This is an optimization exercise on Yosys and OpenROAD, whose aim is small area, a short achievable clock period and few clock cycles per item, not a production implementation. In this exercise RTL edits were held to simulation tests only and were not proved equivalent to the original. No activity file was given, so power comes from the tool's default toggle rates.

<file path="flow/run.sh">
#!/bin/bash
# synth_recipe.tcl (not shown) runs the flow's synth.tcl, then flattens the netlist and writes it again
# the make line also repeats each setting of config.mk as NAME=value (left out here)
make -C /OpenROAD-flow-scripts/flow DESIGN_CONFIG=/design/flow/config.mk WORK_HOME=/design/flow/orfs CLKGATE_MAP_FILE= SYNTH_SCRIPT=/design/flow/synth_recipe.tcl finish
</file>
<file path="flow/config.mk">
export PLATFORM = sky130hd
export DESIGN_NAME = int8_zero_point_matvec_core
export DESIGN_NICKNAME = int8_zero_point_matvec_core
export VERILOG_FILES = /design/flow/design.v
export SDC_FILE = /design/flow/constraint.sdc
export NUM_CORES = 4
export LEC_CHECK = 0
export ABC_CLOCK_PERIOD_IN_PS = 3000
export CAP_MARGIN = 20
export CORE_MARGIN = 2
export CORE_UTILIZATION = 40
export CTS_CLUSTER_DIAMETER = 100
export CTS_CLUSTER_SIZE = 30
export SETUP_SLACK_MARGIN = 1.5
export SLEW_MARGIN = 20
</file>
<file path="flow/constraint.sdc">
create_clock -name core_clock -period 4.6 [get_ports {clk}]
set_input_delay 0.9200 -clock core_clock [delete_from_list [all_inputs] [get_ports {clk}]]
set_output_delay 0.9200 -clock core_clock [all_outputs]
set_load 0.01 [all_outputs]
</file>
<file path="flow/design.v">
package zpmv_pkg;
  localparam int MAX_COLUMNS_DEF = 256;
  localparam int MAX_ROWS_DEF    = 256;
  localparam int CFG_ADDR_W      = 4;
  localparam int CFG_DATA_W      = 32;
  localparam int COUNT_W         = 9;
  localparam int RES_SLOTS       = 3;
endpackage
module zpmv_cfg (
  input  logic                            clk,
  input  logic                            rst,
  input  logic                            psel,
  input  logic                            penable,
  input  logic                            pwrite,
  input  logic [zpmv_pkg::CFG_ADDR_W-1:0] paddr,
  input  logic [zpmv_pkg::CFG_DATA_W-1:0] pwdata,
  output logic [zpmv_pkg::CFG_DATA_W-1:0] prdata,
  output logic                            pready,
  output logic [7:0]                      zero_point,
  output logic [7:0]                      cm1_d,     
  output logic [7:0]                      rm1_d      
);
  logic       wr;
  logic [8:0] rows_in_use;
  logic [8:0] columns_in_use;
  assign pready = 1'b1;
  assign wr     = psel && penable && pwrite;
  always_ff @(posedge clk) begin
    if (rst) begin
      zero_point     <= 8'd0;
      rows_in_use    <= 9'd1;
      columns_in_use <= 9'd1;
    end else if (wr) begin
      case (paddr[3:2])
        2'd0: zero_point     <= pwdata[7:0];
        2'd1: rows_in_use    <= pwdata[8:0];
        2'd2: columns_in_use <= pwdata[8:0];
        default: ;
      endcase
    end
  end
  always_comb begin
    case (paddr[3:2])
      2'd0:    prdata = {24'd0, zero_point};
      2'd1:    prdata = {23'd0, rows_in_use};
      2'd2:    prdata = {23'd0, columns_in_use};
      default: prdata = '0;
    endcase
  end
  logic [8:0] cols_m1;
  logic [8:0] rows_m1;
  assign cols_m1 = columns_in_use - 9'd1;
  assign rows_m1 = rows_in_use - 9'd1;
  always_ff @(posedge clk) begin
    cm1_d <= (columns_in_use == 9'd0) ? 8'd0 : columns_in_use[8] ? 8'd255 : cols_m1[7:0];
    rm1_d <= (rows_in_use == 9'd0) ? 8'd0 : rows_in_use[8] ? 8'd255 : rows_m1[7:0];
  end
endmodule
module zpmv_seq (
  input  logic        clk,
  input  logic        rst,
  input  logic        in_valid,
  output logic        in_ready,
  input  logic        in_mode,
  input  logic [7:0]  in_value,
  input  logic [7:0]  in_vector_index,
  input  logic        res_taken,           
  input  logic [7:0]  zero_point,          
  input  logic [7:0]  cm1_d,
  input  logic [7:0]  rm1_d,
  output logic [15:0] mem_we_hi,
  output logic [15:0] mem_we_lo,
  output logic [7:0]  mem_wdata,
  output logic [15:0] mem_rd_hi,
  output logic [15:0] mem_rd_lo,
  output logic        s1_valid,
  output logic [7:0]  s1_weight,
  output logic        s1_end,
  output logic [7:0]  s1_row,
  output logic        s1_last
);
  localparam int CR_W = $clog2(zpmv_pkg::RES_SLOTS + 1);
  logic            take;
  logic            s0_weight;
  logic [7:0]      s0_value;
  logic [7:0]      col_pos;
  logic [7:0]      row_pos;
  logic [15:0]     col_hi;
  logic [15:0]     col_lo;
  logic            col_end;
  logic            row_end;
  logic            take_w;
  logic            refund;
  logic [CR_W-1:0] credits;
  logic [CR_W-1:0] credits_nx;
  assign take   = in_valid && in_ready;
  assign take_w = take && in_mode;
  always_ff @(posedge clk) begin
    s0_value  <= in_value;
    mem_wdata <= in_value - zero_point;
    for (int i = 0; i < 16; i++) begin
      mem_we_lo[i] <= in_vector_index[3:0] == 4'(i);
    end
  end
  always_ff @(posedge clk) begin
    if (rst) begin
      s0_weight <= 1'b0;
      mem_we_hi <= '0;
    end else begin
      s0_weight <= take_w;
      for (int i = 0; i < 16; i++) begin
        mem_we_hi[i] <= take && !in_mode && in_vector_index[7:4] == 4'(i);
      end
    end
  end
  assign refund = s0_weight && !col_end;
  always_comb begin
    credits_nx = credits;
    if (take_w)    credits_nx = credits_nx - CR_W'(1);
    if (refund)    credits_nx = credits_nx + CR_W'(1);
    if (res_taken) credits_nx = credits_nx + CR_W'(1);
  end
  always_ff @(posedge clk) begin
    if (rst) begin
      credits  <= CR_W'(zpmv_pkg::RES_SLOTS);
      in_ready <= 1'b0;
    end else begin
      credits  <= credits_nx;
      in_ready <= credits_nx != '0;
    end
  end
  assign col_end = col_pos >= cm1_d;
  assign row_end = row_pos >= rm1_d;
  always_ff @(posedge clk) begin
    if (rst) begin
      col_pos <= '0;
      col_hi  <= 16'd1;
      col_lo  <= 16'd1;
      row_pos <= '0;
    end else if (s0_weight) begin
      if (!col_end) begin
        col_pos <= col_pos + 8'd1;
        col_lo  <= {col_lo[14:0], col_lo[15]};
        if (col_lo[15]) begin
          col_hi <= {col_hi[14:0], col_hi[15]};
        end
      end else begin
        col_pos <= '0;
        col_hi  <= 16'd1;
        col_lo  <= 16'd1;
        row_pos <= row_end ? 8'd0 : row_pos + 8'd1;
      end
    end
  end
  assign mem_rd_hi = col_hi;
  assign mem_rd_lo = col_lo;
  always_ff @(posedge clk) begin
    if (rst) begin
      s1_valid <= 1'b0;
    end else begin
      s1_valid <= s0_weight;
    end
  end
  always_ff @(posedge clk) begin
    s1_weight <= s0_value;
    s1_end    <= col_end;
    s1_row    <= row_pos;
    s1_last   <= row_end;
  end
endmodule
module zpmv_vec_mem (
  input  logic        clk,
  input  logic [15:0] we_hi,      
  input  logic [15:0] we_lo,      
  input  logic [7:0]  wdata,
  input  logic [15:0] rd_hi,      
  input  logic [15:0] rd_lo,      
  output logic [7:0]  rdata
);
  logic [255:0][7:0] mem;
  logic [15:0][7:0]  grp;
  always_ff @(posedge clk) begin
    for (int h = 0; h < 16; h++) begin
      for (int l = 0; l < 16; l++) begin
        if (we_hi[h] && we_lo[l]) begin
          mem[h*16+l] <= wdata;
        end
      end
    end
  end
  always_comb begin
    for (int h = 0; h < 16; h++) begin
      grp[h] = '0;
      for (int l = 0; l < 16; l++) begin
        grp[h] = grp[h] | ({8{rd_lo[l]}} & mem[h*16+l]);
      end
    end
    rdata = '0;
    for (int h = 0; h < 16; h++) begin
      rdata = rdata | ({8{rd_hi[h]}} & grp[h]);
    end
  end
endmodule
module zpmv_mac (
  input  logic        clk,
  input  logic        rst,
  input  logic        s1_valid,
  input  logic [7:0]  s1_weight,
  input  logic [7:0]  s1_rdata,
  input  logic        s1_end,
  input  logic [7:0]  s1_row,
  input  logic        s1_last,
  output logic        res_taken,
  output logic        out_valid,
  input  logic        out_ready,
  output logic [15:0] row_sum,
  output logic [7:0]  row_number,
  output logic        last_row
);
  localparam int EW = 16 + 8 + 1;
  logic [7:0]  w;
  logic [7:0]  x;
  logic        s2_valid;
  logic        s2_end;
  logic [7:0]  s2_row;
  logic        s2_last;
  logic        s3_end;
  logic [7:0]  s3_row;
  logic        s3_last;
  logic        acc_clear;
  logic [15:0] acc_s;
  logic [15:0] acc_c;
  logic [15:0] acc_s_g;
  logic [15:0] acc_c_g;
  logic [15:0] acc_s_nx;
  logic [15:0] acc_c_nx;
  logic [15:0] sum;
  logic        push;
  logic [EW-1:0] pdata;
  assign w = s1_weight;
  assign x = s1_rdata;
  logic ta_1;
  logic ta_2;
  logic ta_3;
  logic ta_4;
  logic ta_5;
  logic ta_6;
  logic ta_7;
  logic ta_8;
  logic ta_9;
  logic ta_10;
  logic ta_11;
  logic ta_12;
  logic ta_13;
  logic ta_14;
  logic ta_15;
  logic ta_16;
  logic ta_17;
  logic ta_18;
  logic ta_19;
  logic ta_20;
  logic ta_21;
  logic ta_22;
  logic ta_23;
  logic ta_24;
  logic ta_25;
  logic ta_26;
  logic ta_27;
  logic ta_28;
  logic ta_29;
  logic ta_30;
  logic ta_31;
  logic ta_32;
  logic ta_33;
  logic ta_34;
  logic ta_35;
  logic ta_36;
  logic ta_37;
  logic ta_38;
  logic ta_39;
  logic ta_40;
  logic ta_41;
  logic ta_42;
  logic ta_43;
  logic ta_44;
  logic ta_45;
  logic ta_46;
  logic ta_47;
  logic ta_48;
  logic ta_49;
  logic ta_50;
  logic ta_51;
  logic ta_52;
  logic ta_53;
  logic ta_54;
  logic ta_55;
  logic ta_56;
  logic ta_57;
  logic ta_58;
  logic ta_59;
  logic ta_60;
  logic ta_61;
  logic ta_62;
  logic ta_63;
  logic ta_64;
  logic ta_65;
  logic ta_66;
  logic ta_67;
  logic ta_68;
  logic ta_69;
  logic ta_70;
  logic ta_71;
  logic ta_72;
  logic ta_73;
  logic ta_74;
  logic ta_75;
  logic ta_76;
  logic ta_77;
  logic ta_78;
  logic ta_79;
  logic ta_80;
  logic ta_81;
  logic ta_82;
  logic ta_83;
  logic ta_84;
  logic ta_85;
  logic ta_86;
  logic ta_87;
  logic ta_88;
  logic ta_89;
  logic ta_90;
  logic ta_91;
  logic ta_92;
  logic ta_93;
  logic ta_94;
  logic ta_95;
  logic ta_96;
  logic ta_97;
  logic ta_98;
  logic ta_99;
  logic ta_100;
  logic ta_101;
  logic ta_102;
  logic ta_103;
  logic ta_104;
  logic ta_105;
  logic ta_106;
  logic ta_107;
  logic ta_108;
  logic ta_109;
  logic ta_110;
  logic ta_111;
  logic ta_112;
  logic ta_113;
  logic ta_114;
  logic ta_115;
  logic ta_116;
  logic ta_117;
  logic ta_118;
  logic ta_119;
  logic ta_120;
  logic ta_121;
  logic ta_122;
  logic ta_123;
  logic ta_124;
  logic tb_1;
  logic tb_2;
  logic tb_3;
  logic tb_4;
  logic tb_5;
  logic tb_6;
  logic tb_7;
  logic tb_8;
  logic tb_9;
  logic tb_10;
  logic tb_11;
  logic tb_12;
  logic tb_13;
  logic tb_14;
  logic tb_15;
  logic tb_16;
  logic tb_17;
  logic tb_18;
  logic tb_19;
  logic tb_20;
  logic tb_21;
  logic tb_22;
  logic tb_23;
  logic tb_24;
  logic tb_25;
  logic tb_26;
  logic tb_27;
  logic tb_28;
  logic tb_29;
  logic tb_30;
  logic tb_31;
  logic tb_32;
  logic tb_33;
  logic tb_34;
  logic tb_35;
  logic tb_36;
  logic tb_37;
  logic tb_38;
  logic tb_39;
  logic tb_40;
  logic tb_41;
  logic tb_42;
  logic tb_43;
  logic tb_44;
  logic tb_45;
  logic tb_46;
  logic tb_47;
  logic tb_48;
  logic tb_49;
  logic tb_50;
  logic tb_51;
  logic tb_52;
  logic tb_53;
  logic tb_54;
  logic tb_55;
  logic tb_56;
  logic tb_57;
  logic tb_58;
  logic tb_59;
  logic tb_60;
  logic tb_61;
  logic tb_62;
  logic tb_63;
  logic tb_64;
  logic tb_65;
  logic tb_66;
  logic tb_67;
  logic tb_68;
  logic tb_69;
  logic tb_70;
  logic tb_71;
  logic tb_72;
  logic tb_73;
  logic tb_74;
  logic tb_75;
  logic tb_76;
  logic tb_77;
  logic tb_78;
  logic tb_79;
  logic tb_80;
  logic tb_81;
  logic tb_82;
  logic tb_83;
  logic tb_84;
  logic tb_85;
  logic tb_86;
  logic a_q_0_0;
  logic a_q_1_0;
  logic a_q_1_1;
  logic a_q_2_0;
  logic a_q_2_1;
  logic a_q_2_2;
  logic a_q_3_0;
  logic a_q_3_1;
  logic a_q_3_2;
  logic a_q_4_0;
  logic a_q_4_1;
  logic a_q_4_2;
  logic a_q_5_0;
  logic a_q_5_1;
  logic a_q_5_2;
  logic a_q_6_0;
  logic a_q_6_1;
  logic a_q_6_2;
  logic a_q_7_0;
  logic a_q_7_1;
  logic a_q_7_2;
  logic a_q_8_0;
  logic a_q_8_1;
  logic a_q_8_2;
  logic a_q_9_0;
  logic a_q_9_1;
  logic a_q_9_2;
  logic a_q_10_0;
  logic a_q_10_1;
  logic a_q_10_2;
  logic a_q_11_0;
  logic a_q_11_1;
  logic a_q_11_2;
  logic a_q_12_0;
  logic a_q_12_1;
  logic a_q_12_2;
  logic a_q_13_0;
  logic a_q_13_1;
  logic a_q_13_2;
  logic a_q_14_0;
  assign ta_1 = (w[0] & x[0]);
  assign ta_2 = (w[0] & x[1]);
  assign ta_3 = (w[1] & x[0]);
  assign ta_4 = (w[0] & x[2]);
  assign ta_5 = (w[1] & x[1]);
  assign ta_6 = (w[2] & x[0]);
  assign ta_7 = (w[0] & x[3]);
  assign ta_8 = (w[1] & x[2]);
  assign ta_9 = (w[2] & x[1]);
  assign ta_10 = (w[3] & x[0]);
  assign ta_11 = (w[0] & x[4]);
  assign ta_12 = (w[1] & x[3]);
  assign ta_13 = (w[2] & x[2]);
  assign ta_14 = (w[3] & x[1]);
  assign ta_15 = (w[4] & x[0]);
  assign ta_16 = (w[0] & x[5]);
  assign ta_17 = (w[1] & x[4]);
  assign ta_18 = (w[2] & x[3]);
  assign ta_19 = (w[3] & x[2]);
  assign ta_20 = (w[4] & x[1]);
  assign ta_21 = (w[5] & x[0]);
  assign ta_22 = (w[0] & x[6]);
  assign ta_23 = (w[1] & x[5]);
  assign ta_24 = (w[2] & x[4]);
  assign ta_25 = (w[3] & x[3]);
  assign ta_26 = (w[4] & x[2]);
  assign ta_27 = (w[5] & x[1]);
  assign ta_28 = (w[6] & x[0]);
  assign ta_29 = ~(w[0] & x[7]);
  assign ta_30 = (w[1] & x[6]);
  assign ta_31 = (w[2] & x[5]);
  assign ta_32 = (w[3] & x[4]);
  assign ta_33 = (w[4] & x[3]);
  assign ta_34 = (w[5] & x[2]);
  assign ta_35 = (w[6] & x[1]);
  assign ta_36 = ~(w[7] & x[0]);
  assign ta_37 = ~(w[1] & x[7]);
  assign ta_38 = (w[2] & x[6]);
  assign ta_39 = (w[3] & x[5]);
  assign ta_40 = (w[4] & x[4]);
  assign ta_41 = (w[5] & x[3]);
  assign ta_42 = (w[6] & x[2]);
  assign ta_43 = ~(w[7] & x[1]);
  assign ta_44 = ~(w[2] & x[7]);
  assign ta_45 = (w[3] & x[6]);
  assign ta_46 = (w[4] & x[5]);
  assign ta_47 = (w[5] & x[4]);
  assign ta_48 = (w[6] & x[3]);
  assign ta_49 = ~(w[7] & x[2]);
  assign ta_50 = ~(w[3] & x[7]);
  assign ta_51 = (w[4] & x[6]);
  assign ta_52 = (w[5] & x[5]);
  assign ta_53 = (w[6] & x[4]);
  assign ta_54 = ~(w[7] & x[3]);
  assign ta_55 = ~(w[4] & x[7]);
  assign ta_56 = (w[5] & x[6]);
  assign ta_57 = (w[6] & x[5]);
  assign ta_58 = ~(w[7] & x[4]);
  assign ta_59 = ~(w[5] & x[7]);
  assign ta_60 = (w[6] & x[6]);
  assign ta_61 = ~(w[7] & x[5]);
  assign ta_62 = ~(w[6] & x[7]);
  assign ta_63 = ~(w[7] & x[6]);
  assign ta_64 = (w[7] & x[7]);
  assign ta_65 = ta_22 ^ ta_23;
  assign ta_66 = ta_22 & ta_23;
  assign ta_67 = ta_29 ^ ta_30 ^ ta_31;
  assign ta_68 = (ta_29 & ta_30) | (ta_29 & ta_31) | (ta_30 & ta_31);
  assign ta_69 = ta_32 ^ ta_33;
  assign ta_70 = ta_32 & ta_33;
  assign ta_71 = ta_37 ^ ta_38 ^ ta_39;
  assign ta_72 = (ta_37 & ta_38) | (ta_37 & ta_39) | (ta_38 & ta_39);
  assign ta_73 = ta_40 ^ ta_41 ^ ta_42;
  assign ta_74 = (ta_40 & ta_41) | (ta_40 & ta_42) | (ta_41 & ta_42);
  assign ta_75 = ta_44 ^ ta_45 ^ ta_46;
  assign ta_76 = (ta_44 & ta_45) | (ta_44 & ta_46) | (ta_45 & ta_46);
  assign ta_77 = ta_11 ^ ta_12;
  assign ta_78 = ta_11 & ta_12;
  assign ta_79 = ta_16 ^ ta_17 ^ ta_18;
  assign ta_80 = (ta_16 & ta_17) | (ta_16 & ta_18) | (ta_17 & ta_18);
  assign ta_81 = ta_19 ^ ta_20;
  assign ta_82 = ta_19 & ta_20;
  assign ta_83 = ta_65 ^ ta_24 ^ ta_25;
  assign ta_84 = (ta_65 & ta_24) | (ta_65 & ta_25) | (ta_24 & ta_25);
  assign ta_85 = ta_26 ^ ta_27 ^ ta_28;
  assign ta_86 = (ta_26 & ta_27) | (ta_26 & ta_28) | (ta_27 & ta_28);
  assign ta_87 = ta_66 ^ ta_67 ^ ta_69;
  assign ta_88 = (ta_66 & ta_67) | (ta_66 & ta_69) | (ta_67 & ta_69);
  assign ta_89 = ta_34 ^ ta_35 ^ ta_36;
  assign ta_90 = (ta_34 & ta_35) | (ta_34 & ta_36) | (ta_35 & ta_36);
  assign ta_91 = ta_68 ^ ta_70 ^ ta_71;
  assign ta_92 = (ta_68 & ta_70) | (ta_68 & ta_71) | (ta_70 & ta_71);
  assign ta_93 = ta_73 ^ ta_43 ^ 1'b1;
  assign ta_94 = (ta_73 & ta_43) | (ta_73 & 1'b1) | (ta_43 & 1'b1);
  assign ta_95 = ta_72 ^ ta_74 ^ ta_75;
  assign ta_96 = (ta_72 & ta_74) | (ta_72 & ta_75) | (ta_74 & ta_75);
  assign ta_97 = ta_47 ^ ta_48 ^ ta_49;
  assign ta_98 = (ta_47 & ta_48) | (ta_47 & ta_49) | (ta_48 & ta_49);
  assign ta_99 = ta_76 ^ ta_50 ^ ta_51;
  assign ta_100 = (ta_76 & ta_50) | (ta_76 & ta_51) | (ta_50 & ta_51);
  assign ta_101 = ta_52 ^ ta_53 ^ ta_54;
  assign ta_102 = (ta_52 & ta_53) | (ta_52 & ta_54) | (ta_53 & ta_54);
  assign ta_103 = ta_55 ^ ta_56 ^ ta_57;
  assign ta_104 = (ta_55 & ta_56) | (ta_55 & ta_57) | (ta_56 & ta_57);
  assign ta_105 = ta_7 ^ ta_8;
  assign ta_106 = ta_7 & ta_8;
  assign ta_107 = ta_77 ^ ta_13 ^ ta_14;
  assign ta_108 = (ta_77 & ta_13) | (ta_77 & ta_14) | (ta_13 & ta_14);
  assign ta_109 = ta_78 ^ ta_79 ^ ta_81;
  assign ta_110 = (ta_78 & ta_79) | (ta_78 & ta_81) | (ta_79 & ta_81);
  assign ta_111 = ta_80 ^ ta_82 ^ ta_83;
  assign ta_112 = (ta_80 & ta_82) | (ta_80 & ta_83) | (ta_82 & ta_83);
  assign ta_113 = ta_84 ^ ta_86 ^ ta_87;
  assign ta_114 = (ta_84 & ta_86) | (ta_84 & ta_87) | (ta_86 & ta_87);
  assign ta_115 = ta_88 ^ ta_90 ^ ta_91;
  assign ta_116 = (ta_88 & ta_90) | (ta_88 & ta_91) | (ta_90 & ta_91);
  assign ta_117 = ta_92 ^ ta_94 ^ ta_95;
  assign ta_118 = (ta_92 & ta_94) | (ta_92 & ta_95) | (ta_94 & ta_95);
  assign ta_119 = ta_96 ^ ta_98 ^ ta_99;
  assign ta_120 = (ta_96 & ta_98) | (ta_96 & ta_99) | (ta_98 & ta_99);
  assign ta_121 = ta_100 ^ ta_102 ^ ta_103;
  assign ta_122 = (ta_100 & ta_102) | (ta_100 & ta_103) | (ta_102 & ta_103);
  assign ta_123 = ta_104 ^ ta_59 ^ ta_60;
  assign ta_124 = (ta_104 & ta_59) | (ta_104 & ta_60) | (ta_59 & ta_60);
  always_ff @(posedge clk) begin
    a_q_0_0 <= ta_1;
    a_q_1_0 <= ta_2;
    a_q_1_1 <= ta_3;
    a_q_2_0 <= ta_4;
    a_q_2_1 <= ta_5;
    a_q_2_2 <= ta_6;
    a_q_3_0 <= ta_105;
    a_q_3_1 <= ta_9;
    a_q_3_2 <= ta_10;
    a_q_4_0 <= ta_106;
    a_q_4_1 <= ta_107;
    a_q_4_2 <= ta_15;
    a_q_5_0 <= ta_108;
    a_q_5_1 <= ta_109;
    a_q_5_2 <= ta_21;
    a_q_6_0 <= ta_110;
    a_q_6_1 <= ta_111;
    a_q_6_2 <= ta_85;
    a_q_7_0 <= ta_112;
    a_q_7_1 <= ta_113;
    a_q_7_2 <= ta_89;
    a_q_8_0 <= ta_114;
    a_q_8_1 <= ta_115;
    a_q_8_2 <= ta_93;
    a_q_9_0 <= ta_116;
    a_q_9_1 <= ta_117;
    a_q_9_2 <= ta_97;
    a_q_10_0 <= ta_118;
    a_q_10_1 <= ta_119;
    a_q_10_2 <= ta_101;
    a_q_11_0 <= ta_120;
    a_q_11_1 <= ta_121;
    a_q_11_2 <= ta_58;
    a_q_12_0 <= ta_122;
    a_q_12_1 <= ta_123;
    a_q_12_2 <= ta_61;
    a_q_13_0 <= ta_124;
    a_q_13_1 <= ta_62;
    a_q_13_2 <= ta_63;
    a_q_14_0 <= ta_64;
    s2_end  <= s1_end;
    s2_row  <= s1_row;
    s2_last <= s1_last;
  end
  always_ff @(posedge clk) begin
    if (rst) begin
      s2_valid <= 1'b0;
    end else begin
      s2_valid <= s1_valid;
    end
  end
  assign acc_s_g = acc_clear ? 16'd0 : acc_s;
  assign acc_c_g = acc_clear ? 16'd0 : acc_c;
  assign tb_1 = acc_s_g[2] ^ acc_c_g[2];
  assign tb_2 = acc_s_g[2] & acc_c_g[2];
  assign tb_3 = acc_s_g[3] ^ acc_c_g[3] ^ a_q_3_0;
  assign tb_4 = (acc_s_g[3] & acc_c_g[3]) | (acc_s_g[3] & a_q_3_0) | (acc_c_g[3] & a_q_3_0);
  assign tb_5 = acc_s_g[4] ^ acc_c_g[4] ^ a_q_4_0;
  assign tb_6 = (acc_s_g[4] & acc_c_g[4]) | (acc_s_g[4] & a_q_4_0) | (acc_c_g[4] & a_q_4_0);
  assign tb_7 = acc_s_g[5] ^ acc_c_g[5] ^ a_q_5_0;
  assign tb_8 = (acc_s_g[5] & acc_c_g[5]) | (acc_s_g[5] & a_q_5_0) | (acc_c_g[5] & a_q_5_0);
  assign tb_9 = acc_s_g[6] ^ acc_c_g[6] ^ a_q_6_0;
  assign tb_10 = (acc_s_g[6] & acc_c_g[6]) | (acc_s_g[6] & a_q_6_0) | (acc_c_g[6] & a_q_6_0);
  assign tb_11 = acc_s_g[7] ^ acc_c_g[7] ^ a_q_7_0;
  assign tb_12 = (acc_s_g[7] & acc_c_g[7]) | (acc_s_g[7] & a_q_7_0) | (acc_c_g[7] & a_q_7_0);
  assign tb_13 = acc_s_g[8] ^ acc_c_g[8] ^ a_q_8_0;
  assign tb_14 = (acc_s_g[8] & acc_c_g[8]) | (acc_s_g[8] & a_q_8_0) | (acc_c_g[8] & a_q_8_0);
  assign tb_15 = acc_s_g[9] ^ acc_c_g[9] ^ a_q_9_0;
  assign tb_16 = (acc_s_g[9] & acc_c_g[9]) | (acc_s_g[9] & a_q_9_0) | (acc_c_g[9] & a_q_9_0);
  assign tb_17 = acc_s_g[10] ^ acc_c_g[10] ^ a_q_10_0;
  assign tb_18 = (acc_s_g[10] & acc_c_g[10]) | (acc_s_g[10] & a_q_10_0) | (acc_c_g[10] & a_q_10_0);
  assign tb_19 = acc_s_g[11] ^ acc_c_g[11] ^ a_q_11_0;
  assign tb_20 = (acc_s_g[11] & acc_c_g[11]) | (acc_s_g[11] & a_q_11_0) | (acc_c_g[11] & a_q_11_0);
  assign tb_21 = acc_s_g[12] ^ acc_c_g[12] ^ a_q_12_0;
  assign tb_22 = (acc_s_g[12] & acc_c_g[12]) | (acc_s_g[12] & a_q_12_0) | (acc_c_g[12] & a_q_12_0);
  assign tb_23 = acc_s_g[13] ^ acc_c_g[13] ^ a_q_13_0;
  assign tb_24 = (acc_s_g[13] & acc_c_g[13]) | (acc_s_g[13] & a_q_13_0) | (acc_c_g[13] & a_q_13_0);
  assign tb_25 = acc_s_g[1] ^ acc_c_g[1];
  assign tb_26 = acc_s_g[1] & acc_c_g[1];
  assign tb_27 = tb_1 ^ a_q_2_0 ^ a_q_2_1;
  assign tb_28 = (tb_1 & a_q_2_0) | (tb_1 & a_q_2_1) | (a_q_2_0 & a_q_2_1);
  assign tb_29 = tb_2 ^ tb_3 ^ a_q_3_1;
  assign tb_30 = (tb_2 & tb_3) | (tb_2 & a_q_3_1) | (tb_3 & a_q_3_1);
  assign tb_31 = tb_4 ^ tb_5 ^ a_q_4_1;
  assign tb_32 = (tb_4 & tb_5) | (tb_4 & a_q_4_1) | (tb_5 & a_q_4_1);
  assign tb_33 = tb_6 ^ tb_7 ^ a_q_5_1;
  assign tb_34 = (tb_6 & tb_7) | (tb_6 & a_q_5_1) | (tb_7 & a_q_5_1);
  assign tb_35 = tb_8 ^ tb_9 ^ a_q_6_1;
  assign tb_36 = (tb_8 & tb_9) | (tb_8 & a_q_6_1) | (tb_9 & a_q_6_1);
  assign tb_37 = tb_10 ^ tb_11 ^ a_q_7_1;
  assign tb_38 = (tb_10 & tb_11) | (tb_10 & a_q_7_1) | (tb_11 & a_q_7_1);
  assign tb_39 = tb_12 ^ tb_13 ^ a_q_8_1;
  assign tb_40 = (tb_12 & tb_13) | (tb_12 & a_q_8_1) | (tb_13 & a_q_8_1);
  assign tb_41 = tb_14 ^ tb_15 ^ a_q_9_1;
  assign tb_42 = (tb_14 & tb_15) | (tb_14 & a_q_9_1) | (tb_15 & a_q_9_1);
  assign tb_43 = tb_16 ^ tb_17 ^ a_q_10_1;
  assign tb_44 = (tb_16 & tb_17) | (tb_16 & a_q_10_1) | (tb_17 & a_q_10_1);
  assign tb_45 = tb_18 ^ tb_19 ^ a_q_11_1;
  assign tb_46 = (tb_18 & tb_19) | (tb_18 & a_q_11_1) | (tb_19 & a_q_11_1);
  assign tb_47 = tb_20 ^ tb_21 ^ a_q_12_1;
  assign tb_48 = (tb_20 & tb_21) | (tb_20 & a_q_12_1) | (tb_21 & a_q_12_1);
  assign tb_49 = tb_22 ^ tb_23 ^ a_q_13_1;
  assign tb_50 = (tb_22 & tb_23) | (tb_22 & a_q_13_1) | (tb_23 & a_q_13_1);
  assign tb_51 = tb_24 ^ acc_s_g[14] ^ acc_c_g[14];
  assign tb_52 = (tb_24 & acc_s_g[14]) | (tb_24 & acc_c_g[14]) | (acc_s_g[14] & acc_c_g[14]);
  assign tb_53 = acc_s_g[15] ^ acc_c_g[15];
  assign tb_54 = acc_s_g[15] & acc_c_g[15];
  assign tb_55 = acc_s_g[0] ^ acc_c_g[0];
  assign tb_56 = acc_s_g[0] & acc_c_g[0];
  assign tb_57 = tb_25 ^ a_q_1_0 ^ a_q_1_1;
  assign tb_58 = (tb_25 & a_q_1_0) | (tb_25 & a_q_1_1) | (a_q_1_0 & a_q_1_1);
  assign tb_59 = tb_26 ^ tb_27 ^ a_q_2_2;
  assign tb_60 = (tb_26 & tb_27) | (tb_26 & a_q_2_2) | (tb_27 & a_q_2_2);
  assign tb_61 = tb_28 ^ tb_29 ^ a_q_3_2;
  assign tb_62 = (tb_28 & tb_29) | (tb_28 & a_q_3_2) | (tb_29 & a_q_3_2);
  assign tb_63 = tb_30 ^ tb_31 ^ a_q_4_2;
  assign tb_64 = (tb_30 & tb_31) | (tb_30 & a_q_4_2) | (tb_31 & a_q_4_2);
  assign tb_65 = tb_32 ^ tb_33 ^ a_q_5_2;
  assign tb_66 = (tb_32 & tb_33) | (tb_32 & a_q_5_2) | (tb_33 & a_q_5_2);
  assign tb_67 = tb_34 ^ tb_35 ^ a_q_6_2;
  assign tb_68 = (tb_34 & tb_35) | (tb_34 & a_q_6_2) | (tb_35 & a_q_6_2);
  assign tb_69 = tb_36 ^ tb_37 ^ a_q_7_2;
  assign tb_70 = (tb_36 & tb_37) | (tb_36 & a_q_7_2) | (tb_37 & a_q_7_2);
  assign tb_71 = tb_38 ^ tb_39 ^ a_q_8_2;
  assign tb_72 = (tb_38 & tb_39) | (tb_38 & a_q_8_2) | (tb_39 & a_q_8_2);
  assign tb_73 = tb_40 ^ tb_41 ^ a_q_9_2;
  assign tb_74 = (tb_40 & tb_41) | (tb_40 & a_q_9_2) | (tb_41 & a_q_9_2);
  assign tb_75 = tb_42 ^ tb_43 ^ a_q_10_2;
  assign tb_76 = (tb_42 & tb_43) | (tb_42 & a_q_10_2) | (tb_43 & a_q_10_2);
  assign tb_77 = tb_44 ^ tb_45 ^ a_q_11_2;
  assign tb_78 = (tb_44 & tb_45) | (tb_44 & a_q_11_2) | (tb_45 & a_q_11_2);
  assign tb_79 = tb_46 ^ tb_47 ^ a_q_12_2;
  assign tb_80 = (tb_46 & tb_47) | (tb_46 & a_q_12_2) | (tb_47 & a_q_12_2);
  assign tb_81 = tb_48 ^ tb_49 ^ a_q_13_2;
  assign tb_82 = (tb_48 & tb_49) | (tb_48 & a_q_13_2) | (tb_49 & a_q_13_2);
  assign tb_83 = tb_50 ^ tb_51 ^ a_q_14_0;
  assign tb_84 = (tb_50 & tb_51) | (tb_50 & a_q_14_0) | (tb_51 & a_q_14_0);
  assign tb_85 = tb_52 ^ tb_53 ^ 1'b1;
  assign tb_86 = (tb_52 & tb_53) | (tb_52 & 1'b1) | (tb_53 & 1'b1);
  assign acc_s_nx[0] = tb_55;
  assign acc_c_nx[0] = a_q_0_0;
  assign acc_s_nx[1] = tb_56;
  assign acc_c_nx[1] = tb_57;
  assign acc_s_nx[2] = tb_58;
  assign acc_c_nx[2] = tb_59;
  assign acc_s_nx[3] = tb_60;
  assign acc_c_nx[3] = tb_61;
  assign acc_s_nx[4] = tb_62;
  assign acc_c_nx[4] = tb_63;
  assign acc_s_nx[5] = tb_64;
  assign acc_c_nx[5] = tb_65;
  assign acc_s_nx[6] = tb_66;
  assign acc_c_nx[6] = tb_67;
  assign acc_s_nx[7] = tb_68;
  assign acc_c_nx[7] = tb_69;
  assign acc_s_nx[8] = tb_70;
  assign acc_c_nx[8] = tb_71;
  assign acc_s_nx[9] = tb_72;
  assign acc_c_nx[9] = tb_73;
  assign acc_s_nx[10] = tb_74;
  assign acc_c_nx[10] = tb_75;
  assign acc_s_nx[11] = tb_76;
  assign acc_c_nx[11] = tb_77;
  assign acc_s_nx[12] = tb_78;
  assign acc_c_nx[12] = tb_79;
  assign acc_s_nx[13] = tb_80;
  assign acc_c_nx[13] = tb_81;
  assign acc_s_nx[14] = tb_82;
  assign acc_c_nx[14] = tb_83;
  assign acc_s_nx[15] = tb_84;
  assign acc_c_nx[15] = tb_85;
  always_ff @(posedge clk) begin
    if (s2_valid) begin
      acc_s <= acc_s_nx;
      acc_c <= acc_c_nx;
    end
  end
  always_ff @(posedge clk) begin
    if (rst) begin
      acc_clear <= 1'b1;
      push      <= 1'b0;
    end else begin
      if (s2_valid) acc_clear <= s2_end;
      push <= s2_valid && s2_end;
    end
  end
  always_ff @(posedge clk) begin
    s3_row  <= s2_row;
    s3_last <= s2_last;
  end
  assign sum   = acc_s + acc_c;
  assign pdata = {sum, s3_row, s3_last};
  logic [EW-1:0] q0, q1, q2;
  logic [2:0]    qv;
  logic          deq;
  assign deq       = qv[0] && out_ready;
  assign res_taken = deq;
  always_ff @(posedge clk) begin
    if (rst) begin
      qv <= '0;
    end else begin
      if (deq) begin
        qv[0] <= qv[1] || push;
        qv[1] <= qv[2] || (qv[1] && push);
        qv[2] <= qv[2] && push;
      end else begin
        qv[0] <= qv[0] || push;
        qv[1] <= qv[1] || (qv[0] && push);
        qv[2] <= qv[2] || (qv[1] && push);
      end
    end
  end
  always_ff @(posedge clk) begin
    if (deq) begin
      q0 <= qv[1] ? q1 : pdata;
      q1 <= qv[2] ? q2 : pdata;
      q2 <= pdata;
    end else begin
      if (!qv[0])          q0 <= pdata;
      if (qv[0] && !qv[1]) q1 <= pdata;
      if (qv[1] && !qv[2]) q2 <= pdata;
    end
  end
  assign out_valid  = qv[0];
  assign row_sum    = q0[EW-1:9];
  assign row_number = q0[8:1];
  assign last_row   = q0[0];
endmodule
module int8_zero_point_matvec_core #(
  parameter int MAX_COLUMNS = zpmv_pkg::MAX_COLUMNS_DEF,
  parameter int MAX_ROWS    = zpmv_pkg::MAX_ROWS_DEF
) (
  input  logic                            clk,
  input  logic                            rst,
  input  logic                            in_valid,
  output logic                            in_ready,
  input  logic                            in_mode,
  input  logic signed [7:0]               in_value,
  input  logic [7:0]                      in_vector_index,
  output logic                            out_valid,
  input  logic                            out_ready,
  output logic signed [15:0]              out_row_sum,
  output logic [7:0]                      out_row_number,
  output logic                            out_last_row,
  input  logic                            psel,
  input  logic                            penable,
  input  logic                            pwrite,
  input  logic [zpmv_pkg::CFG_ADDR_W-1:0] paddr,
  input  logic [zpmv_pkg::CFG_DATA_W-1:0] pwdata,
  output logic [zpmv_pkg::CFG_DATA_W-1:0] prdata,
  output logic                            pready
);
  logic [7:0]  zero_point;
  logic [7:0]  cm1_d;
  logic [7:0]  rm1_d;
  logic        res_taken;
  logic [15:0] mem_we_hi;
  logic [15:0] mem_we_lo;
  logic [7:0]  mem_wdata;
  logic [15:0] mem_rd_hi;
  logic [15:0] mem_rd_lo;
  logic [7:0]  mem_rdata;
  logic        s1_valid;
  logic [7:0]  s1_weight;
  logic        s1_end;
  logic [7:0]  s1_row;
  logic        s1_last;
  logic [7:0]  s1_rdata;
  zpmv_cfg u_cfg (
    .clk     (clk),
    .rst     (rst),
    .psel    (psel),
    .penable (penable),
    .pwrite  (pwrite),
    .paddr   (paddr),
    .pwdata  (pwdata),
    .prdata  (prdata),
    .pready  (pready),
    .zero_point (zero_point),
    .cm1_d   (cm1_d),
    .rm1_d   (rm1_d)
  );
  zpmv_seq u_seq (
    .clk             (clk),
    .rst             (rst),
    .in_valid        (in_valid),
    .in_ready        (in_ready),
    .in_mode         (in_mode),
    .in_value        (in_value),
    .in_vector_index (in_vector_index),
    .res_taken       (res_taken),
    .zero_point      (zero_point),
    .cm1_d           (cm1_d),
    .rm1_d           (rm1_d),
    .mem_we_hi       (mem_we_hi),
    .mem_we_lo       (mem_we_lo),
    .mem_wdata       (mem_wdata),
    .mem_rd_hi       (mem_rd_hi),
    .mem_rd_lo       (mem_rd_lo),
    .s1_valid        (s1_valid),
    .s1_weight       (s1_weight),
    .s1_end          (s1_end),
    .s1_row          (s1_row),
    .s1_last         (s1_last)
  );
  zpmv_vec_mem u_mem (
    .clk   (clk),
    .we_hi (mem_we_hi),
    .we_lo (mem_we_lo),
    .wdata (mem_wdata),
    .rd_hi (mem_rd_hi),
    .rd_lo (mem_rd_lo),
    .rdata (mem_rdata)
  );
  always_ff @(posedge clk) begin
    s1_rdata <= mem_rdata;
  end
  zpmv_mac u_mac (
    .clk        (clk),
    .rst        (rst),
    .s1_valid   (s1_valid),
    .s1_weight  (s1_weight),
    .s1_rdata   (s1_rdata),
    .s1_end     (s1_end),
    .s1_row     (s1_row),
    .s1_last    (s1_last),
    .res_taken  (res_taken),
    .out_valid  (out_valid),
    .out_ready  (out_ready),
    .row_sum    (out_row_sum),
    .row_number (out_row_number),
    .last_row   (out_last_row)
  );
endmodule
</file>
==> results by group, run 1 <==
Final layout
  • Area growth from synthesis to layout: 8.283%
  • Nets: 5411
  • Layout cells sized above 1: 6.033%

STA
  • Setup slack after layout: 1.427 ns
  • Final Cycle Share: 68.98%
  • Setup_tns: 0 ns
  • Final Hold Viols: 0
  • Final setup fails: 0
  • Tmin final: 3.173 ns
  • Slew headroom: 20.30%
  • Slew @ Worst Pin: 1.195 ns
  • Max Clock Skew: 0.04496 ns
  • Max Slew Vio Count: 0
  • Final hold slack: 0.3338 ns
  • Peak Freq: 315.2 MHz
  • RSZ-0062 raised after global routing: yes

Logic synthesis
  • Post-synth cell types: 67
  • Post-Synthesis Cells: 5240
  • Sequential element share of the synthesized area: 77.94%
  • Yosys reg bits: 2389
  • Netlist Area Pre-Place: 89040 um^2
  • Ys async rst share: 0%
  • Ys flop type: edfxtp_1
  • Avg Inst Size Synth: 16.99 um^2
  • Synth warnings: 5
  • Post-synth EDFFs: 2155

Detailed routing
  • Number of vias per cell: 6.058
  • First DRT Iteration DRCs: 7071
  • Post-route ant nets: 0
  • Wire per inst: 30.82 um
  • Vias: 50290
  • WL final: 255800 um
  • DRC Markers: 0
  • Drt first pass iters: 6

Pwr
  • Maximum vdd drop: 0.3313 mV
  • Power Density: 372.3 nW/um^2
  • LEAKAGE: 30.00 nW

Global routing
  • Met2 Track Usage GR: 35.29%
  • Largest net degree at the start of global routing: 189
  • Met3 Usage GRT: 3.905%
  • Met1 Track Usage GR: 31.42%
  • Global-route usage over all layers: 22.10%
  • Initial antenna violation count: 18
  • First-pass GRT wire length: 359000 um
  • Vias in the first global route: 47450
  • Most Crowded Layer GR: met2
  • Congestion Overflow GR: 0

Clock tree
  • Clk pin slew, worst setup/hold paths: 0.12 ns
  • Worst-case clock buffer depth: 3
  • H-tree Lvls: 3
  • CTS Buf Count: 91
  • Worst-Skew Late Latency: 0.79 ns
  • CTS tree: yes
  • CTS root buffer: clkbuf_16
  • Clock Sink Count: 2389

Floorplanning
  • DIE AREA: 226400 um^2
  • Die H: 475.8 um
  • Die Wd: 475.8 um
  • Number of top-level pins: 120
  • Core Footprint: 221900 um^2
  • Rows: 173
  • Starting Density: 40.13%

Critical path
  • Setup crit end kind: flop
  • WP data required: 5.23 ns
  • Worst-path fanout max: 40
  • Arrival @ worst endpoint: 3.81 ns
  • Worst Setup Start Kind: flop
  • Setup CP Type: flop to flop

Status
  • Status: no timing/DRC/antenna violations

Placement
  • Dpl hpwl: 150500 um
  • IO buf count: 70
  • Dpl ws: 0.7783 ns
  • Gpl congestion: 0.8404

Min path
  • Hold Crit Class: flop to flop

Run
  • Max cap viols: 0
## synthesized netlist by cell type (51+ instances only)
library cell | count | area [um^2]
a221oi_1 | 331 | 2899
a22o_1 | 322 | 2820
a22oi_1 | 418 | 3138
and2_1 | 311 | 1946
buf_1 | 83 | 311.6
clkbuf_1 | 195 | 732.0
dfxtp_1 | 234 | 4684
edfxtp_1 | 2155 | 64710
fa_1 | 64 | 1281
ha_1 | 51 | 638.1
inv_1 | 78 | 292.8
nand2_1 | 192 | 720.7
nand3_1 | 107 | 535.5
nand4_1 | 145 | 907.1
nor2_1 | 99 | 371.6
o21ai_0 | 101 | 505.5
## where the power goes
| part | leakage (nW) | internal, mW | switching, mW |
|---|---|---|---|
| clock network | 1.27 | 3.90 | 6.48 |
| logic | 7.38 | 0.288 | 0.909 |
| registers | 21.4 | 24.1 | 0.233 |
## worst paths after layout
kind / to / slack (ns) / cells after the start / startpoint
setup / recovery: s1_rdata[4] / 1.43 / 6 / u_seq.col_lo[7]
hold / removal: u_seq.s1_weight[6] / 0.33 / 0 / u_seq.s0_value[6]
setup reg to reg: s1_rdata[4] / 1.43 / 6 / u_seq.col_lo[7]
hold reg to reg: u_seq.s1_weight[6] / 0.33 / 0 / u_seq.s0_value[6]
## layout make-up
cell class / count / area (um^2)
clock inverter: 8 / 105.1
multi-input combinational: 2460 / 18090
timing repair buffer: 215 / 2090
clock buffer: 153 / 2554
inverter: 79 / 296.5
antenna: 22 / 55.05
tap: 2975 / 3722
fill: 19250 / 125500
sequential: 2389 / 69500
## cells by family after synthesis
kind of cell / share of synthesized area, %
adder cells (fa/ha/maj): 2.156
buffers and inverters: 1.887
XOR/XNOR: 0.3822
flip-flops: 77.94
other: 0.008435
AO/OA/AOI/OAI: 11.34
AND/OR/NAND/NOR: 5.829
multiplexers: 0.4567
## cells in the final DEF (no fill, tap or decap), drive strengths merged, types with 107 or more instances in the layout
cell type and instances:
edfxtp 2155, a22oi 418, a221oi 331, a22o 322
and2 311, dfxtp 234, nand2 192, clkbuf 153
buf 148, nand4 145, nand3 107
## through the flow
step / area (um^2) / std cells / power (mW) / utilization, %
finish: 96410 / 8301 / 35.90 / 43.45
global route: 96360 / 8281 / 36.78 / 43.43
CTS: 96330 / 8278 / 35.99 / 43.42
detailed placement: 93570 / 8107 / 26.00 / 42.17
global placement: 93570 / 8107 / 25.94 / 42.17
floorplan: 89130 / 5262 / 25.37 / -
## worst max-delay path, stage by stage (launching register included)
cell and delay [ns]:
dfxtp_4 0.60, buf_4 0.36, a22o_1 0.23, a221oi_1 0.51
nand4_1 0.56, a221oi_2 0.54, nand4_1 0.14
## what timing repair did
action,4_1_cts,5_1_grt
endpoints found under the setup margin,15,17
pin swaps,2,1
hold buffers,0,0
gates cloned,1,0
gates resized for setup,35,8
buffers inserted,9,1
## flip-flops by register name, summed over array words and instances, names as in the netlist, 9 cells and up
name	count
u_cfg.columns_in_use	9
u_mem.mem	2048
u_seq.mem_we_lo	16
u_seq.mem_we_hi	16
u_seq.col_hi	16
u_mac.q2	25
u_cfg.rows_in_use	9
u_mac.acc_s	16
u_seq.col_lo	16
u_mac.q1	25
u_mac.q0	25
u_mac.acc_c	16
## metal layers
metal | vias to the layer above | part of all wire (%)
met5 | - | 0.016
met2 | 2774 | 47
met3 | 314 | 9.9
li1 | 20950 | -
met4 | 6 | 2.6
met1 | 26250 | 41
Testbench counts, summed over its fixed seeds: cycles 126,983, items 126,647.
==> run 2, diff against run 1 <==
--- a/flow/config.mk
+++ b/flow/config.mk
@@ -10,6 +10,4 @@
 export CORE_MARGIN = 2
 export CORE_UTILIZATION = 40
-export CTS_CLUSTER_DIAMETER = 100
-export CTS_CLUSTER_SIZE = 30
 export SETUP_SLACK_MARGIN = 1.5
 export SLEW_MARGIN = 20
==> run 2 against run 1 <==
Still clean on timing, DRC and antenna; wire length rose by 1.6%; clock-buffer cell count increased by 154; power grew 24%; global-route usage up 0.38 points; largest power group unchanged.
==> results by group, run 2 <==
Status
  • Status: no timing/DRC/antenna violations

Logic synthesis
  • Top cells by area, synth: edfxtp_1 (73%), dfxtp_1 (5.3%), a22oi_1 (3.5%)
  • Ys flop type: edfxtp_1
  • Most frequent cells after synthesis: edfxtp_1 (2155), a22oi_1 (418), a221oi_1 (331)
  • Post-synth cell types: 67
  • Post-synth EDFFs: 2155
  • Post-Synthesis Cells: 5240
  • Ys async rst share: 0%
  • Avg Inst Size Synth: 16.99 um^2
  • Sequential element share of the synthesized area: 77.94%
  • Post-synth top area share: 72.68%
  • Yosys reg bits: 2389
  • Most instantiated library cell after synthesis: edfxtp_1
  • Synth warnings: 5
  • Netlist Area Pre-Place: 89040 um^2
  • Post-synth top area cell: edfxtp_1

Clock tree
  • CTS tree: yes
  • Clock Sink Count: 2389
  • CTS hold repair buffers: 0
  • H-tree Lvls: 4
  • Worst-Skew Late Latency: 0.87 ns
  • CTS root buffer: clkbuf_16
  • Worst-case clock buffer depth: 3
  • Clk pin slew, worst setup/hold paths: 0.06 ns
  • CTS Buf Count: 229

Pwr
  • LEAKAGE: 32.43 nW
  • Power Density: 439.5 nW/um^2
  • Maximum vdd drop: 0.3800 mV
  • Power, Total: 44.54 mW

STA
  • RSZ-0062 raised after global routing: no
  • Final hold slack: 0.3218 ns
  • Final Hold Viols: 0
  • Max Slew Vio Count: 0
  • Peak Freq: 313.9 MHz
  • Final setup fails: 0
  • Slew headroom: 18.55%
  • Setup_tns: 0 ns
  • Final Cycle Share: 69.24%
  • Slew @ Worst Pin: 1.222 ns
  • Max Clock Skew: 0.06803 ns
  • Tmin final: 3.185 ns

Floorplanning
  • Die Wd: 475.8 um
  • Starting Density: 40.13%
  • Core Footprint: 221900 um^2
  • Die H: 475.8 um
  • Number of top-level pins: 120
  • DIE AREA: 226400 um^2
  • Rows: 173

Final layout
  • Storage element area: 69500 um^2
  • Max reg flops: 2048
  • Filler instances: 18840
  • Layout cells sized above 1: 9.964%
  • Multi-input logic area: 18090 um^2
  • Area growth from synthesis to layout: 13.84%
  • Largest Register: u_mem.mem
  • Leading cell type in the layout, fill and taps excluded: edfxtp_1
  • Nets: 5549
  • Most frequent cells in the layout: edfxtp_1 (2155), a22oi_1 (418), a221oi_1 (327), a22o_1 (322), and2_1 (311)
  • Fin cells: 8586

Critical path
  • Most frequent CP cell: nand4_1
  • Reg2reg start: u_seq.col_lo[7]
  • Slowest CP cell: dfxtp_4
  • Crit-path cells: buf_4 -> a22o_1 -> a221oi_1 -> nand4_1 -> a221oi_2 -> nand4_1
  • Setup CP Type: flop to flop
  • R2R setup slack: 1.41 ns
  • Worst Setup Start Kind: flop
  • Reg-to-Reg End: s1_rdata[4]
  • CP bufs+invs: 1
  • WP data required: 5.31 ns
  • Arrival @ worst endpoint: 3.89 ns
  • Critical path depth: 6
  • Top delay family on crit path: compound AO/OA/AOI/OAI gates
  • R2R cell count: 6
  • Worst-path fanout max: 40
  • Setup crit end kind: flop
  • Worst path max stage delay: 0.58 ns

Min path
  • Hold_sp: u_seq.s1_row[5]
  • Hold Crit Class: flop to flop
  • Number of cells on the worst hold path: 0
  • Worst Hold End: u_mac.s2_row[5]

Placement
  • Dpl hpwl: 150500 um
  • Gpl congestion: 0.8404
  • Dpl cells: 8107
  • IO buf count: 70

Detailed routing
  • Vias: 51350
  • Post-route ant nets: 0
  • First DRT Iteration DRCs: 6871
  • Drt first pass iters: 5
  • WL final: 259800 um
  • Wire per inst: 30.26 um
  • DRC Markers: 0
  • Number of vias per cell: 5.980

Global routing
  • First-pass GRT wire length: 365500 um
  • Initial antenna violation count: 21
  • Largest net degree at the start of global routing: 189
  • Global-route usage over all layers: 22.48%
  • Vias in the first global route: 49130
  • Congestion Overflow GR: 0

Run
  • Max cap viols: 0
[run 2: cell counts after synthesis]
Identical to the previous run, type by type.
[run 2: layout make-up]
| type | instances | area share, % |
|---|---|---|
| multi-input combinational | 2460 | 17.85 |
| sequential | 2389 | 68.57 |
| tap | 2975 | 3.672 |
| clock inverter | 130 | 1.362 |
| inverter | 79 | 0.2926 |
| antenna | 31 | 0.07654 |
| clock buffer | 307 | 6.115 |
| timing repair buffer | 215 | 2.062 |
[run 2: how the worst max path moves through the flow]
stage	endpoint	slack, ns	startpoint
floorplan	u_mac.q2[0]	1.92	u_mac.qv[1]
global placement	prdata[1]	0.78	paddr[3]
detailed placement	prdata[1]	0.78	paddr[3]
CTS	s1_rdata[5]	1.52	u_seq.col_lo[2]
global route	s1_rdata[3]	1.50	u_seq.col_lo[6]
finish	s1_rdata[4]	1.41	u_seq.col_lo[7]
[run 2: metal layers]
layer	vias to the layer above	part of all wire, %	GRT usage, %
li1	21430	-	-
met3	443	10	4.745
met2	3010	46	35.12
met4	8	3.2	7.221
met1	26460	40	31.45
met5	-	0.018	0
[run 2: kinds of logic after synthesis]
family,synth area share [%]
multiplexers,0.4567
flip-flops,77.94
AO/OA/AOI/OAI,11.34
XOR/XNOR,0.3822
buffers and inverters,1.887
other,0.008435
adder cells (fa/ha/maj),2.156
AND/OR/NAND/NOR,5.829
[run 2: what timing repair did]
action,in CTS,in global routing
pin swaps,2,2
cloned,1,0
endpoints found under the setup margin,16,15
setup buffers,9,1
resized for setup,36,9
[run 2: power by group]
group          leakage (nW)  internal, mW  switching, mW
Combinational          7.38         0.288          0.914
Clock                  3.69          10.7           8.30
Sequential             21.4          24.1          0.235
Total                  32.4          35.1           9.44
[run 2: through the flow]
| step | util, % | instance area (um^2) | worst slack [ns] |
|---|---|---|---|
| after global placement | 42.17 | 93570 | 0.7762 |
| after CTS | 45.63 | 101200 | 1.520 |
| after detailed placement | 42.17 | 93570 | 0.7783 |
| final | 45.68 | 101400 | 1.415 |
| after global routing | 45.65 | 101300 | 1.501 |
| after floorplan | - | 89130 | 1.922 |
==> run 3, diff against run 2 <==
--- a/flow/config.mk
+++ b/flow/config.mk
@@ -6,8 +6,8 @@
 export NUM_CORES = 4
 export LEC_CHECK = 0
-export ABC_CLOCK_PERIOD_IN_PS = 3000
+export ABC_CLOCK_PERIOD_IN_PS = 2500
 export CAP_MARGIN = 20
 export CORE_MARGIN = 2
 export CORE_UTILIZATION = 40
-export SETUP_SLACK_MARGIN = 1.5
+export SETUP_SLACK_MARGIN = 2.2
 export SLEW_MARGIN = 20
==> run 3 against run 2 <==
Still clean; critical path depth did not move; flip-flop and latch count did not move; non-clock buffer count rose by 180; largest cell class unchanged; area after synthesis did not move; largest power group unchanged.
==> results by group, run 3 <==
Status
  • Status: no timing/DRC/antenna violations

Final layout
  • Leading cell type in the layout, fill and taps excluded: edfxtp_1
  • Most frequent cells in the layout: edfxtp_1 (2155), a22oi_1 (409), a22o_1 (321), and2_1 (310), clkbuf_16 (236)
  • Max reg flops: 2048
  • Area growth from synthesis to layout: 18.48%
  • Largest Register: u_mem.mem
  • Filler instances: 18420
  • Layout cells sized above 1: 17.35%
  • Fin cells: 8741
  • Nets: 5731

Min path
  • Hold Crit Class: flop to flop

Placement
  • IO buf count: 70
  • Dpl hpwl: 151600 um
  • Gpl congestion: 0.8603
  • Dpl cells: 8110

STA
  • RSZ-0062 raised after global routing: yes
  • Final Hold Viols: 0
  • Final Cycle Share: 57.91%
  • Final setup fails: 0
  • Tmin final: 2.664 ns
  • Setup_tns: 0 ns
  • Max Slew Vio Count: 0
  • Slew @ Worst Pin: 1.213 ns
  • Slew headroom: 19.15%
  • Max Clock Skew: 0.1214 ns
  • Peak Freq: 375.4 MHz

Detailed routing
  • Vias: 52930
  • Number of vias per cell: 6.055
  • Drt first pass iters: 6
  • WL final: 280100 um
  • First DRT Iteration DRCs: 7337
  • Post-route ant nets: 0
  • Wire per inst: 32.05 um
  • DRC Markers: 0

Critical path
  • Arrival @ worst endpoint: 3.31 ns
  • Most frequent CP cell: nand4_1
  • Worst Setup Start Kind: flop
  • Worst path max stage delay: 0.47 ns
  • Crit-path cells: buf_12 -> a22o_1 -> a221oi_2 -> nand4_1 -> a221oi_4 -> nand4_1
  • Slowest CP cell: a221oi_4
  • WP data required: 5.25 ns
  • Setup CP Type: flop to flop
  • Worst-path fanout max: 13
  • Setup crit end kind: flop

Logic synthesis
  • Most frequent cells after synthesis: edfxtp_1 (2155), a22oi_1 (418), a221oi_1 (331)
  • Post-synth top area cell: edfxtp_1
  • Yosys reg bits: 2389
  • Most instantiated library cell after synthesis: edfxtp_1
  • Post-synth top area share: 72.68%
  • Ys flop type: edfxtp_1
  • Synth warnings: 5
  • Avg Inst Size Synth: 16.99 um^2
  • Post-synth cell types: 67
  • Post-Synthesis Cells: 5240
  • Sequential element share of the synthesized area: 77.94%
  • Top cells by area, synth: edfxtp_1 (73%), dfxtp_1 (5.3%), a22oi_1 (3.5%)
  • Post-synth EDFFs: 2155
  • Ys async rst share: 0%
  • Netlist Area Pre-Place: 89040 um^2

Global routing
  • Global-route usage over all layers: 24.23%
  • Vias in the first global route: 50670
  • First-pass GRT wire length: 389000 um
  • Congestion Overflow GR: 0
  • Largest net degree at the start of global routing: 174
  • Initial antenna violation count: 18

Clock tree
  • CTS root buffer: clkbuf_16
  • H-tree Lvls: 4
  • Worst-Skew Late Latency: 0.90 ns
  • Clock Sink Count: 2389
  • Worst-case clock buffer depth: 3
  • CTS tree: yes
  • Clk pin slew, worst setup/hold paths: 0.07 ns
  • CTS hold repair buffers: 0
  • CTS Buf Count: 228

Floorplanning
  • DIE AREA: 226400 um^2
  • Number of top-level pins: 120
  • Core Footprint: 221900 um^2
  • Starting Density: 40.13%
  • Rows: 173
  • Die H: 475.8 um
  • Die Wd: 475.8 um

Pwr
  • Maximum vdd drop: 0.3376 mV
  • LEAKAGE: 34.30 nW
  • Power Density: 422.9 nW/um^2

Run
  • Max cap viols: 0
run 3: final cells by class:
class | count | area (um^2) | share of cell area, %
Inverter | 79 | 305.3 | 0.2894
Clock inverter | 142 | 1488 | 1.410
Antenna cell | 9 | 22.52 | 0.02135
Multi-Input combinational cell | 2461 | 19440 | 18.43
Clock buffer | 289 | 6070 | 5.753
Sequential cell | 2389 | 69570 | 65.95
Timing Repair Buffer | 395 | 4866 | 4.612
Timing Repair inverter | 2 | 10.01 | 0.009488
Tap cell | 2975 | 3722 | 3.528
run 3: final timing paths:
kind / startpoint / to / cells after the start / slack (ns)
setup / recovery: u_seq.col_lo[3] / s1_rdata[1] / 6 / 1.94
hold reg to reg: u_seq.s0_value[0] / u_seq.s1_weight[0] / 0 / 0.27
hold / removal: u_seq.s0_value[0] / u_seq.s1_weight[0] / 0 / 0.27
setup reg to reg: u_seq.col_lo[3] / s1_rdata[1] / 6 / 1.94
run 3: metal layers:
layer	share of wire (%)	vias up	wire length, um	GRT usage, %
met4	4.3	24	12120	9.671
met3	12	554	33190	6.605
met2	45	3181	125100	36.52
met5	0.055	-	155	0
met1	39	27370	109500	33.30
li1	-	21800	-	-
run 3: critical path, delay by kind of cell (launching register included):
kind                   cells  cell delay, ns
flip-flops                 1            0.43
AO/OA/AOI/OAI              3            1.00
AND/OR/NAND/NOR            2            0.79
buffers and inverters      1            0.19
run 3: report_power, final:
| part | switching (mW) | internal, mW | total (mW) |
|---|---|---|---|
| clock network | 8.31 | 10.6 | 18.9 |
| registers | 0.219 | 24.1 | 24.3 |
| logic | 0.992 | 0.366 | 1.36 |
run 3: through the flow:
stage / hold WS [ns] / cell area, um^2 / util, % / worst slack (ns) / power [mW]
after floorplan: 0.3096 / 89170 / - / 2.183 / 25.34
after global placement: 0.3137 / 93620 / 42.20 / 0.7325 / 25.96
after detailed placement: 0.3121 / 93620 / 42.20 / 0.7707 / 26.01
after CTS: 0.2718 / 104600 / 47.16 / 2.016 / 44.68
after global routing: 0.2793 / 105500 / 47.54 / 1.958 / 45.68
final: 0.2670 / 105500 / 47.55 / 1.936 / 44.62
run 3: repair_timing:
item / in CTS / in global routing
setup endpoints to repair: 119 / 87
cloned: 22 / 7
pin swaps: 102 / 67
buffers inserted: 136 / 26
resized for setup: 505 / 122
run 3: cell families after synthesis:
group | Yosys count | share of synthesized area, %
buffers and inverters | 413 | 1.887
xor gates and xnor gates | 38 | 0.3822
adders and majority gates | 115 | 2.156
other | 2 | 0.008435
AOI/OAI and AO/OA | 1278 | 11.34
and+or+nand+nor | 966 | 5.829
muxes | 39 | 0.4567
DFF | 2389 | 77.94
==> run 4, diff against run 3 <==
--- a/flow/design.v
+++ b/flow/design.v
@@ -163,5 +163,5 @@
   end
   always_ff @(posedge clk) begin
-    s1_weight <= s0_value;
+    s1_weight <= s0_weight ? s0_value : 8'd0;
     s1_end    <= col_end;
     s1_row    <= row_pos;
@@ -787,8 +787,6 @@
   assign acc_c_nx[15] = tb_85;
   always_ff @(posedge clk) begin
-    if (s2_valid) begin
-      acc_s <= acc_s_nx;
-      acc_c <= acc_c_nx;
-    end
+    acc_s <= acc_s_nx;
+    acc_c <= acc_c_nx;
   end
   always_ff @(posedge clk) begin
--- a/flow/config.mk
+++ b/flow/config.mk
@@ -10,4 +10,6 @@
 export CORE_MARGIN = 2
 export CORE_UTILIZATION = 40
+export CTS_CLUSTER_DIAMETER = 80
+export CTS_CLUSTER_SIZE = 24
 export SETUP_SLACK_MARGIN = 2.2
 export SLEW_MARGIN = 20
==> run 4 against run 3 <==
Utilization fell by 2.3 points; flip-flop and latch count did not move; power fell by 15%; synthesized cell count fell by 1.4%; worst setup slack got worse by 0.17 ns; clock power fell by 37%; area after synthesis fell by 0.30%; clock skew fell by 0.034 ns; sequential share of layout area rose by 3.5 points; die area fell by 0.30%; largest cell class unchanged.
==> results by group, run 4 <==
Final layout
  • Nets: 5466
  • Largest Register: u_mem.mem
  • Area growth from synthesis to layout: 12.29%
  • Leading cell type in the layout, fill and taps excluded: edfxtp_1
  • Most frequent cells in the layout: edfxtp_1 (2123), a22o_1 (453), a221oi_1 (343), and2_1 (318), dfxtp_1 (206)
  • Max reg flops: 2048
  • Final instance area: 99680 um^2
  • Layout cells sized above 1: 12.50%

Clock tree
  • H-tree Lvls: 3
  • Worst-case clock buffer depth: 3
  • CTS Buf Count: 114
  • CTS hold repair buffers: 0
  • Clock Sink Count: 2389
  • Worst-Skew Late Latency: 0.83 ns
  • CTS tree: yes
  • Clk pin slew, worst setup/hold paths: 0.10 ns
  • CTS root buffer: clkbuf_16

Logic synthesis
  • Avg Inst Size Synth: 17.17 um^2
  • Most frequent cells after synthesis: edfxtp_1 (2123), a22o_1 (454), a221oi_1 (449)
  • Netlist Area Pre-Place: 88770 um^2
  • Post-Synthesis Cells: 5169
  • Top cells by area, synth: edfxtp_1 (72%), dfxtp_1 (6.0%), a22o_1 (4.5%)
  • Sequential element share of the synthesized area: 77.81%
  • Ys async rst share: 0%
  • Post-synth top area cell: edfxtp_1
  • Post-synth top area share: 71.81%
  • Post-synth EDFFs: 2123
  • Most instantiated library cell after synthesis: edfxtp_1
  • Synth warnings: 5
  • Yosys reg bits: 2389
  • Ys flop type: edfxtp_1
  • Post-synth cell types: 66

Placement
  • Gpl congestion: 0.8460
  • IO buf count: 70
  • Placed cell area: 93180 um^2
  • Dpl hpwl: 148900 um

STA
  • Slew @ Worst Pin: 1.239 ns
  • Final setup fails: 0
  • Setup_tns: 0 ns
  • Peak Freq: 352.9 MHz
  • Slew headroom: 17.39%
  • RSZ-0062 raised after global routing: yes
  • Final hold slack: 0.3318 ns
  • Max Slew Vio Count: 0
  • Tmin final: 2.833 ns
  • Final Hold Viols: 0
  • Final Cycle Share: 61.60%
  • Max Clock Skew: 0.08716 ns

Critical path
  • Arrival @ worst endpoint: 3.53 ns
  • Crit-path cells: buf_12 -> buf_16 -> a22o_1 -> a221oi_2 -> nand4_1 -> a22o_4 -> a221oi_2 -> nand4_1 -> nand4b_1
  • Worst path max stage delay: 0.43 ns
  • Slowest CP cell: dfxtp_4
  • Top delay family on crit path: compound AO/OA/AOI/OAI gates
  • Worst-path fanout max: 7
  • WP data required: 5.30 ns
  • Setup crit end kind: flop
  • CP bufs+invs: 2
  • Setup CP Type: flop to flop
  • Worst Setup Start Kind: flop

Floorplanning
  • Die Wd: 475.1 um
  • Die H: 475.1 um
  • Number of top-level pins: 120
  • Core Footprint: 220200 um^2
  • DIE AREA: 225700 um^2
  • Rows: 172
  • Starting Density: 40.32%

Min path
  • Hold Crit Class: flop to flop

Detailed routing
  • Wire per inst: 32.14 um
  • Drt first pass iters: 8
  • First DRT Iteration DRCs: 7095
  • Post-route ant nets: 0
  • WL final: 269300 um
  • Number of vias per cell: 6.110
  • Vias: 51190
  • DRC Markers: 0

Pwr
  • Power, Total: 37.71 mW
  • LEAKAGE: 31.69 nW
  • Combinational Power Share: 4.0%
  • Internal power: 29.51 mW
  • Switching Share: 21.75%
  • Reg power frac: 64.5%
  • Clk network pwr share: 31.5%
  • Switching Power: 8.200 mW
  • Power Density: 378.3 nW/um^2
  • Maximum vdd drop: 0.3584 mV

Global routing
  • Congestion Overflow GR: 0
  • Most Crowded Layer GR: met2
  • Initial antenna violation count: 21
  • Global-route usage over all layers: 23.25%
  • Met2 Track Usage GR: 36.39%
  • First-pass GRT wire length: 373800 um
  • Met3 Usage GRT: 4.337%
  • Vias in the first global route: 48230
  • Largest net degree at the start of global routing: 219
  • Met1 Track Usage GR: 32.92%

Run
  • Max cap viols: 0

Status
  • Status: no timing/DRC/antenna violations
## run 4: cell types whose count changed after synthesis, sizes merged, moves of 33 or more
cell,before,now
clkbuf,196,162
a22oi,418,187
a22o,322,454
buf,138,171
o21ai,102,62
nand3,107,61
a221oi,331,449
## run 4: cells by family (layout without fill, tap and decap cells)
group	after synthesis	after routing	share of synthesized area [%]
mux	29	29	0.3326
xor+xnor	35	35	0.3608
fa+ha+maj	115	115	2.162
other cells	2	51	0.008460
simple gates	915	915	5.604
buf+inv	412	613	1.976
flops	2389	2389	77.81
compound gates	1272	1272	11.74
## run 4: final timing paths
check	cells past startpoint	from	endpoint	slack, ns
setup / recovery	9	u_seq.col_lo[2]	s1_rdata[0]	1.77
hold / removal	0	u_mac.a_q_0_0	u_mac.acc_c[0]	0.33
setup reg to reg	9	u_seq.col_lo[2]	s1_rdata[0]	1.77
hold reg to reg	0	u_mac.a_q_0_0	u_mac.acc_c[0]	0.33
## run 4: power groups by stage
stage	combinational, mW	clock, mW	sequential, mW
final	1.51	11.9	24.3
after global routing	1.63	12.7	24.3
after CTS	1.45	12.0	24.3
after detailed placement	1.39	0	24.8
after global placement	1.34	0	24.8
after floorplan	0.502	0	25.0
## run 4: metal layers
layer | wire [um] | vias up
met5 | 43 | -
met4 | 9039 | 2
li1 | - | 21100
met2 | 123700 | 2968
met3 | 28600 | 382
met1 | 107900 | 26740
## run 4: repair_timing
item | 4_1_cts | 5_1_grt
gates resized for setup | 286 | 117
pin swaps | 66 | 67
setup buffers | 96 | 21
setup endpoints to repair | 113 | 79
gates cloned | 5 | 3
## run 4: layout make-up
| type | instances | area, um^2 |
|---|---|---|
| diodes | 27 | 67.56 |
| multi-input cells | 2390 | 19170 |
| well taps | 2958 | 3701 |
| flip-flops and latches | 2389 | 69230 |
| inverters | 79 | 302.8 |
| repair buffers | 316 | 3699 |
| clock inverters | 24 | 345.3 |
| repair inverters | 1 | 5.005 |
| clock buffers | 193 | 3171 |
| fillers | 18850 | 120500 |
## run 4: metrics by stage
stage / setup WS (ns) / util (%) / cells
finish: 1.767 / 45.28 / 8377
global route: 1.836 / 45.26 / 8356
CTS: 1.865 / 44.92 / 8325
detailed placement: 0.9295 / 42.33 / 8007
global placement: 0.9538 / 42.31 / 8006
floorplan: 2.227 / - / 5191
Testbench counts of run 4, summed over its fixed seeds: cycles 126,983, items 126,647.

what the ideal ports hide:
The flow's constraints put no driver on any port. The routed layouts listed below were extracted and timed again, unchanged, in two steps. Step 1: set_driving_cell puts a clkbuf_16 on clk and a buf_2 on each other input, an assumption about the parent block. Step 2 adds t to the input delays and takes it off the output delays; t is the mean of the earliest and latest rising clock arrival at the registers after step 1. Input paths then give back, and output paths get back, about the clock's delay inside the block. Three values: no drivers, after step 1, after step 2; two values: the first two.
run	shift t [ns]	setup slack, ns	hold slack, ns	worst setup path after step 2	clock arrival spread, ns
run 1	0.859	1.427 / 1.427 / 1.218	0.334 / 0.334 / 0.334	input to register	0.051 / 0.051
run 2	0.934	1.415 / 1.415 / 1.276	0.322 / 0.322 / 0.322	input to register	0.085 / 0.085
run 3	0.932	1.936 / 1.936 / 1.371	0.267 / 0.267 / 0.267	input to register	0.123 / 0.123
run 4	0.873	1.767 / 1.767 / 1.504	0.332 / 0.332 / 0.332	input to register	0.094 / 0.093
After both steps every run listed still meets setup and hold. For run 3, which loses most, drivers alone change the setup slack by 0.000 ns; drivers and shift together by -0.565 ns.
